Context: an optimization exercise on an open-source flow, tuned for small area, a short achievable clock period and few clock cycles per item. The choices shown serve that exercise and are no tape-out recipe. At most, simulation tests tie the RTL to the original design; equivalence was not proved. Only the layout flow was run in run 3; the RTL was not checked for function there. No activity file was given, so power comes from the tool's default toggle rates.

--- design/flow/design.v ---
`timescale 1ns/100ps
package cache_pkg;
	localparam int ADDR_W = 32;
	typedef logic [ADDR_W-1:0] addr_t;
	typedef enum logic {
		OP_WRITE = 1'b0,
		OP_READ  = 1'b1
	} cache_op_e;
	typedef enum logic [1:0] {
		IDLE,        
		WRITE_BACK,  
		FILL,        
		DONE         
	} ctrl_state_e;
endpackage
`timescale 1ns/100ps
`timescale 1ns/100ps
`timescale 1ns/100ps
module cache_2way #(
	parameter int WIDTH = 128,
	parameter int DEPTH = 4,
	localparam int BYTES = WIDTH / 8
) (
	input  logic             clk,
	input  logic             reset,
	input  cache_pkg::addr_t addr,
	input  logic             read_write,
	input  logic             master_enable,
	input  logic [BYTES-1:0] byte_enable,
	input  logic [WIDTH-1:0] data_in,
	output logic [WIDTH-1:0] data_out,
	output logic             hit,
	output logic             mem_write_req,
	output cache_pkg::addr_t mem_write_addr,
	output logic [WIDTH-1:0] mem_write_data,
	input  logic             mem_write_ack,
	output logic             mem_read_req,
	output cache_pkg::addr_t mem_read_addr,
	input  logic [WIDTH-1:0] mem_read_data,
	input  logic             mem_read_ack
);
	localparam int OFF_W = $clog2(BYTES);
	localparam int IDX_W = $clog2(DEPTH);
	localparam int TAG_W = cache_pkg::ADDR_W - OFF_W - IDX_W;
	logic [1:0][TAG_W-1:0] tags  [DEPTH];
	logic [1:0][WIDTH-1:0] lines [DEPTH];
	logic [DEPTH-1:0][1:0] valid;
	logic [DEPTH-1:0][1:0] dirty;
	logic [DEPTH-1:0]      lru;       
	logic                  wb_done;   
	logic                  fill_held;  
	logic [WIDTH-1:0]      fill_buf;
	logic [IDX_W-1:0]      idx;
	logic [TAG_W-1:0]      tag;
	logic                  is_write;
	logic [1:0]            set_valid;
	logic [1:0]            set_dirty;
	logic [1:0][TAG_W-1:0] set_tag;
	logic [1:0][WIDTH-1:0] set_line;
	logic [1:0]            way_hit;
	logic                  lookup_hit;
	logic                  victim;
	logic                  victim_dirty;
	logic                  fill_ok;
	logic                  wb_ok;
	logic                  commit;
	logic                  way;
	logic [WIDTH-1:0]      hit_line;
	logic [WIDTH-1:0]      fill_line;
	logic [WIDTH-1:0]      base;
	logic [WIDTH-1:0]      line_new;
	assign idx      = addr[OFF_W +: IDX_W];
	assign tag      = addr[cache_pkg::ADDR_W-1 -: TAG_W];
	assign is_write = (read_write == cache_pkg::OP_WRITE);
	assign set_valid = valid[idx];
	assign set_dirty = dirty[idx];
	assign set_tag   = tags[idx];
	assign set_line  = lines[idx];
	for (genvar w = 0; w < 2; w++) begin : g_cmp
		assign way_hit[w] = set_valid[w] && (set_tag[w] == tag);
	end
	assign lookup_hit = |way_hit;
	always_comb begin
		if (!set_valid[0])
			victim = 1'b0;
		else if (!set_valid[1])
			victim = 1'b1;
		else
			victim = lru[idx];
	end
	assign victim_dirty = set_valid[victim] && set_dirty[victim];
	assign mem_write_req  = master_enable && !lookup_hit && victim_dirty && !wb_done;
	assign mem_write_addr = {set_tag[victim], idx, {OFF_W{1'b0}}};
	assign mem_write_data = set_line[victim];
	assign mem_read_req   = master_enable && !lookup_hit && !fill_held;
	assign mem_read_addr  = {addr[cache_pkg::ADDR_W-1:OFF_W], {OFF_W{1'b0}}};
	assign fill_ok = fill_held || mem_read_ack;
	assign wb_ok   = !victim_dirty || wb_done || mem_write_ack;
	assign hit     = lookup_hit || (fill_ok && wb_ok);
	assign commit  = master_enable && hit;
	assign way       = lookup_hit ? way_hit[1] : victim;
	assign hit_line  = way_hit[1] ? set_line[1] : set_line[0];
	assign fill_line = fill_held ? fill_buf : mem_read_data;
	assign base      = lookup_hit ? hit_line : fill_line;
	always_comb begin
		for (int b = 0; b < BYTES; b++)
			line_new[8*b +: 8] = (is_write && byte_enable[b]) ? data_in[8*b +: 8] : base[8*b +: 8];
	end
	for (genvar s = 0; s < DEPTH; s++) begin : g_set
		for (genvar w = 0; w < 2; w++) begin : g_way
			logic we;
			assign we = commit && (idx == s) && (way == w);
			always_ff @(posedge clk) begin
				if (we) begin
					lines[s][w] <= line_new;
					tags[s][w]  <= tag;
				end
			end
			always_ff @(posedge clk) begin
				if (reset)
					valid[s][w] <= 1'b0;
				else if (we)
					valid[s][w] <= 1'b1;
			end
			always_ff @(posedge clk) begin
				if (we)
					dirty[s][w] <= is_write || (lookup_hit && set_dirty[w]);
			end
		end
		always_ff @(posedge clk) begin
			if (commit && idx == s)
				lru[s] <= !way;
		end
	end
	always_ff @(posedge clk) begin
		if (mem_read_ack)
			fill_buf <= mem_read_data;
	end
	always_ff @(posedge clk) begin
		if (reset || commit) begin
			wb_done   <= 1'b0;
			fill_held <= 1'b0;
		end else begin
			if (mem_write_req && mem_write_ack)
				wb_done <= 1'b1;
			if (mem_read_req && mem_read_ack)
				fill_held <= 1'b1;
		end
	end
	always_ff @(posedge clk) begin
		if (reset)
			data_out <= '0;
		else if (commit)
			data_out <= line_new;  
	end
endmodule
--- design/flow/run.sh ---
#!/bin/bash
# synth_recipe.tcl (not shown) runs the flow's synth.tcl, then flattens the netlist and writes it again
# the make line also repeats each setting of config.mk as NAME=value (left out here)
make -C /OpenROAD-flow-scripts/flow DESIGN_CONFIG=/design/flow/config.mk WORK_HOME=/design/flow/orfs CLKGATE_MAP_FILE= SYNTH_SCRIPT=/design/flow/synth_recipe.tcl finish
--- design/flow/config.mk ---
export PLATFORM = sky130hd
export DESIGN_NAME = cache_2way
export DESIGN_NICKNAME = cache_2way
export VERILOG_FILES = /design/flow/design.v
export SDC_FILE = /design/flow/constraint.sdc
export NUM_CORES = 4
export LEC_CHECK = 0
export CAP_MARGIN = 20
export CORE_MARGIN = 2
export CORE_UTILIZATION = 55
export SETUP_SLACK_MARGIN = 1.2
export SLEW_MARGIN = 20
--- design/flow/constraint.sdc ---
create_clock -name core_clock -period 5.5 [get_ports {clk}]
set_input_delay 1.1000 -clock core_clock [delete_from_list [all_inputs] [get_ports {clk}]]
set_output_delay 1.1000 -clock core_clock [all_outputs]
set_load 0.01 [all_outputs]
==> impl_metrics.ini, run 1 <==
[clock_network]
root_buffer = clkbuf_16
h-tree-depth = 4
cts_sinks = 1510
cts_buffers = 155
tritoncts = done
clk_pin_slew_ns = 0.06
clk_latency_ns = 0.77
clock_path_buffers = 3

[logic_synthesis]
synth_ff_type = edfxtp_1
synth_edf_count = 1372
avgSynthCellArea_sq_um = 15.2
yosys_warnings = 3
synthArstFlopShare = 0
yosysSeqAreaShare = 0.686
synth_seq_cells = 1510
netlist_instances = 4224
synth_area_sq_um = 64100
synth_cell_type_count = 60

[layout]
fin_area_sq_um = 80100
mostFrequentLayoutCell = edfxtp_1
final_cell_mix = edfxtp_1 (1,372), nand2_1 (457), clkdlybuf4s50_1 (446), a21oi_1 (391), mux4_2 (311)
post_route_cells_drive_above_1_share = 0.231
area_growth_syn_to_layout_pct = 25.0
fillCellCount = 7999
final_nets = 5305
multiInputGateArea_sq_um = 18500
final_util = 0.691
seqCellArea_sq_um = 44000

[global_routing]
grt_pass1_wl_mm = 279
grt_pass1_vias = 41700
overflow = 0
antenna_found_initial = 8
grt_use_total = 0.317
grt_max_degree = 132

[route]
drt_iter0_drc = 4558
drc_errors = 0
postRouteAntennaNets = 0
dr.pass1.iters = 5
routed_wl_mm = 192
avgViaCountPerCell = 6.34
via_count = 42200
wl_per_cell_um = 28.9

[worst_setup_path]
required_ns = 4.40
cp_cell_sequence = bufbuf_16 -> buf_4 -> mux2i_1 -> mux2_2 -> nor2_1 -> nor4_2 -> nor4bb_4 -> buf_4 -> buf_6 -> nor4_2 -> buf_4 -> buf_6
critical_path.startpoint_type = input pin
crit_slowest_cell = nor4_2
rr_worst_depth = 11
critical_path.max_stage_delay_ns = 0.36
crit_top_cell = buf_4
worstPathArrival_ns = 3.56
cp_max_fo = 6
end_kind = primary output
crit_type = input pin to primary output

[place]
io_buffers = 620
gp_congestion = 0.841
dpl.hpwl_mm = 111
place_area_sq_um = 73200

[die]
design.die.area_sq_um = 119000
die_y_um = 345
row_count = 125
fp.dieW_um = 345
core_sq_um = 116000
start_util = 0.553
io_pins = 633

[timing]
rsz0062_at_grt = true
fin_crit_sh = 0.847
finalCriticalPeriod_ns = 4.66
maxSlewHeadroom = 0.262
clock_skew_ns = 0.0225
worst_pin_slew_ns = 1.10
final-hold-violation-count = 0
setup_viol = 0
drv_slew = 0
fmax_ghz = 0.215
fin_hold_ws_ns = 0.460

[pwr]
powerDensity_nw_per_um2 = 329
p_leak_nw = 27.8
power_mw = 26.4
vdd_drop_max_mv = 0.330

[worst_hold_path]
hold_path_depth = 2
hp-class = register to register

[outcome]
outcome = no timing/DRC/antenna violations

[run]
cap_violations = 0
## sequential cells by signal, indices dropped and copies added, names as in the netlist
signal     count
wb_done        1
lines       1024
lru            4
fill_buf     128
tags         208
fill_held      1
valid          8
dirty          8
data_out     128
## synth_stat cells, types with 13 or more instances
cell type	instances	share of area
a21oi_1	392	0.031
a311oi_1	128	0.017
buf_1	23	0.0013
buf_2	78	0.0061
buf_4	47	0.0055
buf_6	19	0.0033
clkbuf_1	201	0.012
dfxtp_1	138	0.043
edfxtp_1	1372	0.64
inv_1	147	0.0086
mux2i_1	190	0.030
mux4_2	311	0.11
nand2_1	461	0.027
nand3_1	131	0.010
nor2_1	17	0.0010
nor2b_1	21	0.0021
nor3_1	13	0.0010
o21ai_0	339	0.026
o21ai_1	61	0.0048
xnor2_1	24	0.0033
## metal layers
| metal | GRT usage | up-vias | wire length [um] |
|---|---|---|---|
| li1 | - | 18000 | - |
| met3 | 0.0667 | 325 | 18800 |
| met2 | 0.497 | 2273 | 90800 |
| met4 | 0.109 | 2 | 5990 |
| met1 | 0.446 | 21600 | 76800 |
| met5 | 0 | - | 13 |
## power breakdown
group | leakage, nW | total, mW | switching (mW) | internal, mW
clock | 2.45 | 10.4 | 4.35 | 6.02
combinational | 11.7 | 2.96 | 1.69 | 1.27
sequential | 13.7 | 13.1 | 0.113 | 13.0
total | 27.8 | 26.4 | 6.15 | 20.2
## layout make-up
type	count	area share
flip-flops and latches	1510	0.549
multi-input cells	2206	0.231
repair buffers	975	0.127
clock buffers	203	0.0532
well taps	1524	0.0238
clock inverters	78	0.00879
inverters	147	0.00689
diodes	5	0.000156
## through the flow
stage / setup TNS, ns / instances / worst slack (ns)
final: 0 / 6648 / 0.843
after global routing: 0 / 6645 / 0.781
after CTS: 0 / 6606 / 0.946
after detailed placement: -39.42 / 6246 / -0.153
after global placement: -27.82 / 6246 / -0.237
after floorplan: -2648.43 / 4231 / -3.06
## path summary, 6_finish.rpt
| check | from | slack [ns] | endpoint |
|---|---|---|---|
| max | addr[4] | 0.84 | mem_read_req |
| min reg2reg | valid[2] | 0.46 | valid[2] |
| min | valid[2] | 0.46 | valid[2] |
| max reg2reg | tags[3][30] | 1.20 | lines[0][211] |
## worst max-delay path, delay by kind of cell
| kind | cells | cell delay [ns] |
|---|---|---|
| buf+inv | 6 | 1.07 |
| mux | 2 | 0.57 |
| simple gates | 4 | 0.81 |
## repair_timing
action	CTS	global route
setup endpoints to repair	1755	1320
cloned	25	7
pin swaps	24	13
resized for setup	706	206
hold buffers	0	0
buffers inserted	54	30
## cell families after synthesis
kind of cell           after synthesis  share of synthesized area
flip-flops                        1510                      0.686
AO/OA/AOI/OAI                      982                     0.0874
multiplexers                       511                      0.141
buffers and inverters              515                     0.0367
XOR/XNOR                            33                    0.00451
other                                1                  0.0000585
AND/OR/NAND/NOR                    672                     0.0447
Testbench counts, summed over its fixed seeds: cycles 43,878, items 24,000.
==> run 2: changes to the inputs <==
--- a/design/flow/config.mk
+++ b/design/flow/config.mk
@@ -8,5 +8,4 @@
 export CAP_MARGIN = 20
 export CORE_MARGIN = 2
-export CORE_UTILIZATION = 55
-export SETUP_SLACK_MARGIN = 1.2
+export CORE_UTILIZATION = 40
 export SLEW_MARGIN = 20
==> run 2 against run 1 <==
Effect of this change: worst hold slack lost 0.0038 ns; register-to-register slack gained 0.02 ns; critical path depth shrank 2; fmax shrank 14%; combinational power shrank 5%; critical path type unchanged; critical endpoint unchanged; largest cell class unchanged.
==> impl_metrics.ini, run 2 <==
[layout]
largest_reg_flops = 1024
top_regs = lines: 1024 flops, tags: 208 flops
regMostFlops = lines
multiInputGateArea_sq_um = 18000
mostFrequentLayoutCell = edfxtp_1
final_nets = 5196
post_route_cells_drive_above_1_share = 0.165
seqCellArea_sq_um = 44000
fillCellCount = 13300
final_cell_mix = edfxtp_1 (1,372), clkdlybuf4s50_1 (612), nand2_1 (461), a21oi_1 (392), o21ai_0 (337)
area_growth_syn_to_layout_pct = 23.6

[pwr]
seqPwrFrac = 0.491
vdd_drop_max_mv = 0.306
p_leak_nw = 26.6
power.share.combinational = 0.105
power.switching_mw = 6.24
power_mw = 26.6
power.clock.fraction = 0.403
powerDensity_nw_per_um2 = 336
p_int_mw = 20.4
power.share.switching = 0.234

[timing]
setup_tns_ns = 0
fmax_ghz = 0.184
worst_pin_slew_ns = 1.12
fin_ws_ns = 0.0753
maxSlewHeadroom = 0.252
drv_slew = 0
fin_hold_ws_ns = 0.456
fin_crit_sh = 0.986
setup_viol = 0
final-hold-violation-count = 0
finalCriticalPeriod_ns = 5.42
rsz0062_at_grt = false
clock_skew_ns = 0.0349

[logic_synthesis]
ys_top_cells_by_area = edfxtp_1 (64%), mux4_2 (11%), dfxtp_1 (4.3%)
synth_edf_count = 1372
synth_top_area_cell = edfxtp_1
yosysSeqAreaShare = 0.686
avgSynthCellArea_sq_um = 15.2
synth_ff_type = edfxtp_1
synthArstFlopShare = 0
synth_cell_type_count = 60
synthTopCellsByCount = edfxtp_1 (1,372), nand2_1 (461), a21oi_1 (392)
synth_most_common_cell = edfxtp_1
synth_area_sq_um = 64100
netlist_instances = 4224
synth_top_cell_area_share = 0.643
yosys_warnings = 3
synth_seq_cells = 1510

[outcome]
outcome = no timing/DRC/antenna violations

[global_routing]
grt_use_total = 0.231
grt_pass1_wl_mm = 279
overflow = 0
grt_pass1_vias = 40600
grt_max_degree = 89
antenna_found_initial = 12

[place]
post-place-ws_ns = 0.0706
dpl.hpwl_mm = 123
io_buffers = 620
gp_congestion = 0.840

[route]
drc_errors = 0
dr.pass1.iters = 6
wl_per_cell_um = 27.1
drt_iter0_drc = 4076
postRouteAntennaNets = 0
via_count = 41000
avgViaCountPerCell = 5.79
routed_wl_mm = 192

[worst_setup_path]
cp_cell_sequence = clkdlybuf4s50_1 -> nor2b_1 -> o2bb2ai_1 -> nor4bb_1 -> and4_1 -> nand4b_1 -> nor2_1 -> nor4_1 -> buf_4 -> clkdlybuf4s50_1
end_kind = primary output
required_ns = 4.40
crit_top_cell = clkdlybuf4s50_1
critical_path.max_stage_delay_ns = 0.73
crit_type = input pin to primary output
critical_path.startpoint_type = input pin
cp_max_fo = 10
worstPathArrival_ns = 4.32
crit_slowest_cell = clkdlybuf4s50_1

[die]
row_count = 146
fp.dieW_um = 404
die_y_um = 404
io_pins = 633
core_sq_um = 159000
start_util = 0.404
design.die.area_sq_um = 163000

[clock_network]
h-tree-depth = 4
tritoncts = done
clk_latency_ns = 0.80
clk_pin_slew_ns = 0.06
cts_sinks = 1510
clock_path_buffers = 3
root_buffer = clkbuf_16
cts_hold_buffers = 0
cts_buffers = 162

[worst_hold_path]
hp-class = register to register

[run]
cap_violations = 0
==> run 2: cell counts after synthesis <==
Identical to the previous run, type by type.
==> run 2: worst max-delay path, delay by kind of cell <==
kind                   cells  cell delay (ns)
AND/OR/NAND/NOR            6             1.65
buffers and inverters      3             1.44
AO/OA/AOI/OAI              1             0.12
==> run 2: layout make-up <==
| cell class | count | share of cell area |
|---|---|---|
| repair buffers | 859 | 0.112 |
| diodes | 1 | 0.0000316 |
| well taps | 2072 | 0.0327 |
| multi-input cells | 2206 | 0.227 |
| clock buffers | 212 | 0.0550 |
| clock inverters | 85 | 0.0106 |
| flip-flops and latches | 1510 | 0.555 |
| inverters | 147 | 0.00697 |
==> run 2: path summary, 6_finish.rpt <==
check,slack [ns],endpoint,start,depth (start not counted)
max reg2reg,1.22,lines[0][247],tags[1][27],10
max,0.08,mem_read_req,addr[21],10
min,0.46,valid[4],valid[4],2
min reg2reg,0.46,valid[4],valid[4],2
==> run 2: cells by family (layout without fill, tap and decap cells) <==
kind of cell | after synthesis | in the layout | synth area share
buffers and inverters | 515 | 1303 | 0.0367
and+or+nand+nor | 672 | 672 | 0.0447
AOI/OAI and AO/OA | 982 | 982 | 0.0874
other | 1 | 9 | 0.0000585
DFF | 1510 | 1510 | 0.686
muxes | 511 | 511 | 0.141
xor gates and xnor gates | 33 | 33 | 0.00451
==> run 2: repair_timing <==
item,CTS,global route
setup endpoints to repair,0,2
buffers inserted,0,2
resized for setup,0,1
==> run 2: through the flow <==
stage               instance area (sq um)  cells   util
global placement                    74000   6792  0.466
floorplan                           64300   4231      -
global route                        79200   7092  0.499
finish                              79200   7092  0.499
detailed placement                  74000   6792  0.466
CTS                                 79200   7089  0.499
==> run 2: power by group through the flow <==
stage / registers (mW) / logic, mW / clock network (mW)
finish: 13.1 / 2.80 / 10.7
global route: 13.1 / 3.00 / 11.4
CTS: 13.1 / 2.82 / 10.9
global placement: 13.3 / 2.78 / 0
floorplan: 13.3 / 1.34 / 0
detailed placement: 13.3 / 2.80 / 0
==> run 2: metal layers <==
| layer | global-route usage | share of wire | routed length [um] | vias to the layer above |
|---|---|---|---|---|
| met1 | 0.337 | 0.44 | 83900 | 21100 |
| met4 | 0.0538 | 0.019 | 3590 | 2 |
| met5 | 0 | 0.000083 | 16 | - |
| met2 | 0.356 | 0.46 | 88100 | 1974 |
| met3 | 0.0494 | 0.086 | 16600 | 239 |
| li1 | - | - | - | 17800 |
==> run 3: changes to the inputs <==
--- a/design/flow/design.v
+++ b/design/flow/design.v
@@ -54,5 +54,4 @@
 	logic [TAG_W-1:0]      tag;
 	logic                  is_write;
-	logic [1:0]            set_valid;
 	logic [1:0]            set_dirty;
 	logic [1:0][TAG_W-1:0] set_tag;
@@ -73,21 +72,21 @@
 	assign tag      = addr[cache_pkg::ADDR_W-1 -: TAG_W];
 	assign is_write = (read_write == cache_pkg::OP_WRITE);
-	assign set_valid = valid[idx];
 	assign set_dirty = dirty[idx];
 	assign set_tag   = tags[idx];
 	assign set_line  = lines[idx];
-	for (genvar w = 0; w < 2; w++) begin : g_cmp
-		assign way_hit[w] = set_valid[w] && (set_tag[w] == tag);
+	logic [DEPTH-1:0][1:0] match;
+	logic [DEPTH-1:0]      set_victim;
+	logic [DEPTH-1:0]      set_victim_dirty;
+	for (genvar s = 0; s < DEPTH; s++) begin : g_cmp
+		for (genvar w = 0; w < 2; w++) begin : g_way
+			assign match[s][w] = valid[s][w] && (tags[s][w] == tag);
+		end
+		assign set_victim[s]       = valid[s][0] && (!valid[s][1] || lru[s]);
+		assign set_victim_dirty[s] = valid[s][set_victim[s]] && dirty[s][set_victim[s]];
 	end
+	assign way_hit    = match[idx];
 	assign lookup_hit = |way_hit;
-	always_comb begin
-		if (!set_valid[0])
-			victim = 1'b0;
-		else if (!set_valid[1])
-			victim = 1'b1;
-		else
-			victim = lru[idx];
-	end
-	assign victim_dirty = set_valid[victim] && set_dirty[victim];
+	assign victim     = set_victim[idx];
+	assign victim_dirty = set_victim_dirty[idx];
 	assign mem_write_req  = master_enable && !lookup_hit && victim_dirty && !wb_done;
 	assign mem_write_addr = {set_tag[victim], idx, {OFF_W{1'b0}}};
--- a/design/flow/config.mk
+++ b/design/flow/config.mk
@@ -8,4 +8,8 @@
 export CAP_MARGIN = 20
 export CORE_MARGIN = 2
-export CORE_UTILIZATION = 40
+export CORE_UTILIZATION = 55
+export CTS_BUF_LIST = sky130_fd_sc_hd__clkbuf_8
+export CTS_CLUSTER_SIZE = 30
+export SETUP_SLACK_MARGIN = 1.5
 export SLEW_MARGIN = 20
+export TNS_END_PERCENT = 5
==> run 3 against run 2 <==
Effect of this change: combinational power down 5%; synthesized cell count is 16% lower; synthesized area shrank 1.2%; global-route usage is 8.1 points higher; critical path depth shrank 1; total power fell by 6.9%; die area decreased by 28%; critical path type is now register to primary output; critical endpoint is now mem_write_addr[19]; largest power group unchanged.
==> impl_metrics.ini, run 3 <==
[outcome]
outcome = no timing/DRC/antenna violations

[route]
via_count = 38200
routed_wl_mm = 185
drt_iter0_drc = 4157
drc_errors = 0
wl_per_cell_um = 30.1
postRouteAntennaNets = 0
avgViaCountPerCell = 6.20
dr.pass1.iters = 5

[logic_synthesis]
synth_seq_cells = 1510
synth_cell_type_count = 41
synth_ff_type = edfxtp_1
avgSynthCellArea_sq_um = 17.8
yosysSeqAreaShare = 0.695
synth_most_common_cell = edfxtp_1
yosys_warnings = 3
synth_top_cell_area_share = 0.651
synth_area_sq_um = 63300
synth_edf_count = 1372
ys_top_cells_by_area = edfxtp_1 (65%), mux4_2 (10%), mux2_2 (4.6%)
synth_top_area_cell = edfxtp_1
synthArstFlopShare = 0
synthTopCellsByCount = edfxtp_1 (1,372), mux4_2 (285), mux2_2 (258)
netlist_instances = 3556

[timing]
drv_slew = 0
maxSlewHeadroom = 0.331
setup_viol = 0
final-hold-violation-count = 0
fin_hold_ws_ns = 0.480
rsz0062_at_grt = true
fin_crit_sh = 0.806
worst_pin_slew_ns = 0.999
fmax_ghz = 0.226
clock_skew_ns = 0.0302
finalCriticalPeriod_ns = 4.43

[worst_setup_path]
r2r-start = valid[1]
cp_max_fo = 8
worstPathArrival_ns = 3.33
required_ns = 4.40
crit_type = register to primary output
end_kind = primary output
critical_path.startpoint_type = register
critPathLaunch = valid[1]

[layout]
top_regs = lines: 1024 flops, tags: 208 flops
final_cell_mix = edfxtp_1 (1,372), clkdlybuf4s50_1 (433), mux4_2 (284), clkbuf_8 (245), mux2_2 (237)
post_route_cells_drive_above_1_share = 0.301
area_growth_syn_to_layout_pct = 25.2
fillCellCount = 7569
regMostFlops = lines
mostFrequentLayoutCell = edfxtp_1
largest_reg_flops = 1024
final_nets = 4734
fin_area_sq_um = 79200
final_util = 0.694

[global_routing]
grt_max_degree = 94
grt_pass1_vias = 38700
overflow = 0
grt_pass1_wl_mm = 265
antenna_found_initial = 17
grt_use_total = 0.312

[die]
fp.dieW_um = 343
row_count = 124
design.die.area_sq_um = 118000
die_y_um = 343
core_sq_um = 114000
io_pins = 633
start_util = 0.554

[pwr]
powerDensity_nw_per_um2 = 312
p_leak_nw = 26.8
vdd_drop_max_mv = 0.249

[place]
gp_congestion = 0.879
io_buffers = 620
place_area_sq_um = 71900
dpl.hpwl_mm = 109

[clock_network]
h-tree-depth = 4
clk_latency_ns = 0.91
clk_pin_slew_ns = 0.06
cts_sinks = 1510
tritoncts = done
cts_buffers = 233
clock_path_buffers = 3
root_buffer = clkbuf_8

[run]
cap_violations = 0

[worst_hold_path]
hold_start = data_out[84]
hp-class = register to register
run 3: report_power, final:
part,switching (mW),internal (mW),leakage (nW)
registers,0.111,12.9,13.6
clock network,4.44,4.60,2.61
logic,1.44,1.23,10.6
total,6.00,18.8,26.8
run 3: path summary, 6_finish.rpt:
check,endpoint,slack [ns],cells after the start
min reg2reg,data_out[84],0.48,1
min,data_out[84],0.48,1
max,mem_write_addr[19],1.07,9
max reg2reg,valid[1],1.07,35
run 3: layer usage:
metal | up-vias | routed length [um] | part of all wire | track usage
met5 | - | 142 | 0.00077 | 0
met4 | 22 | 5430 | 0.029 | 0.101
met3 | 334 | 16200 | 0.088 | 0.0585
met2 | 2027 | 89000 | 0.48 | 0.494
met1 | 19800 | 74200 | 0.40 | 0.445
li1 | 16000 | - | - | -
run 3: per-stage QoR:
stage          total power, mW  TNS, ns  setup WS [ns]  cells
5_1_grt                   25.5        0           1.05   6151
4_1_cts                   24.9        0           1.14   6138
2_1_floorplan             14.5  -407.71          -1.23   3563
3_3_place_gp              15.7        0          0.130   5553
3_5_place_dp              15.8        0         0.0728   5553
6_report                  24.8        0           1.07   6155
run 3: kinds of logic (layout without fill, tap and decap cells):
group,after synthesis,count (layout),synth area share
AO/OA/AOI/OAI,335,335,0.0400
XOR/XNOR,208,208,0.0288
buffers and inverters,294,1366,0.0239
flip-flops,1510,1510,0.695
multiplexers,726,726,0.176
other,1,16,0.0000593
AND/OR/NAND/NOR,482,482,0.0364
run 3: worst max-delay path, cell delays in order (launching register included):
cell and delay (ns):
dfxtp_2 0.34, inv_2 0.07, buf_6 0.10, o21ai_2 0.07, mux4_4 0.66, buf_12 0.17, buf_12 0.14, buf_16 0.17
mux4_2 0.53, buf_6 0.17
run 3: repair_timing:
| action | CTS | global route |
|---|---|---|
| setup endpoints to repair | 2194 | 632 |
| gates cloned | 30 | 1 |
| setup buffers | 109 | 8 |
| hold buffers | 0 | 0 |
| resized for setup | 724 | 140 |
| pin swaps | 39 | 20 |
run 3: cell type report:
| type | instances | area [sq um] | area share |
|---|---|---|---|
| clock buffers | 245 | 3370 | 0.0426 |
| flip-flops and latches | 1510 | 44000 | 0.555 |
| diodes | 8 | 20.0 | 0.000253 |
| repair buffers | 913 | 9890 | 0.125 |
| clock inverters | 201 | 1140 | 0.0144 |
| well taps | 1512 | 1890 | 0.0239 |
| inverters | 7 | 33.8 | 0.000426 |
| multi-input cells | 1759 | 18900 | 0.239 |

## afterwards: timing with drivers on the ports
How much do the figures lean on ideal ports? The routed layouts below were timed once more, with nothing changed but the port constraints.
Step 1 sets driving cells, clkbuf_16 on the clock port and buf_2 on the other inputs (assumed; they add their load-dependent delay and slew).
Step 2 adds t to the input delays and takes it off the output delays; t is the mean of the earliest and latest rising clock arrival at the registers after step 1. Input paths then give back, and output paths get back, about the clock's delay inside the block.
a / b / c = ideal ports / drivers / drivers and shift; a / b = the first two.
| run | t, ns | setup slack, ns | clock arrival spread, ns |
|---|---|---|---|
| run 1 | 0.839 | 0.843 / 0.603 / -0.064 | 0.025 / 0.025 |
| run 2 | 0.861 | 0.075 / 0.046 / -0.017 | 0.035 / 0.035 |
| run 3 | 0.973 | 1.069 / 0.948 / 0.498 | 0.030 / 0.030 |
With both steps, setup timing fails in run 1 and run 2, where it was met with ideal ports. For run 1, which loses most, drivers alone change the setup slack by -0.240 ns; drivers and shift together by -0.907 ns.
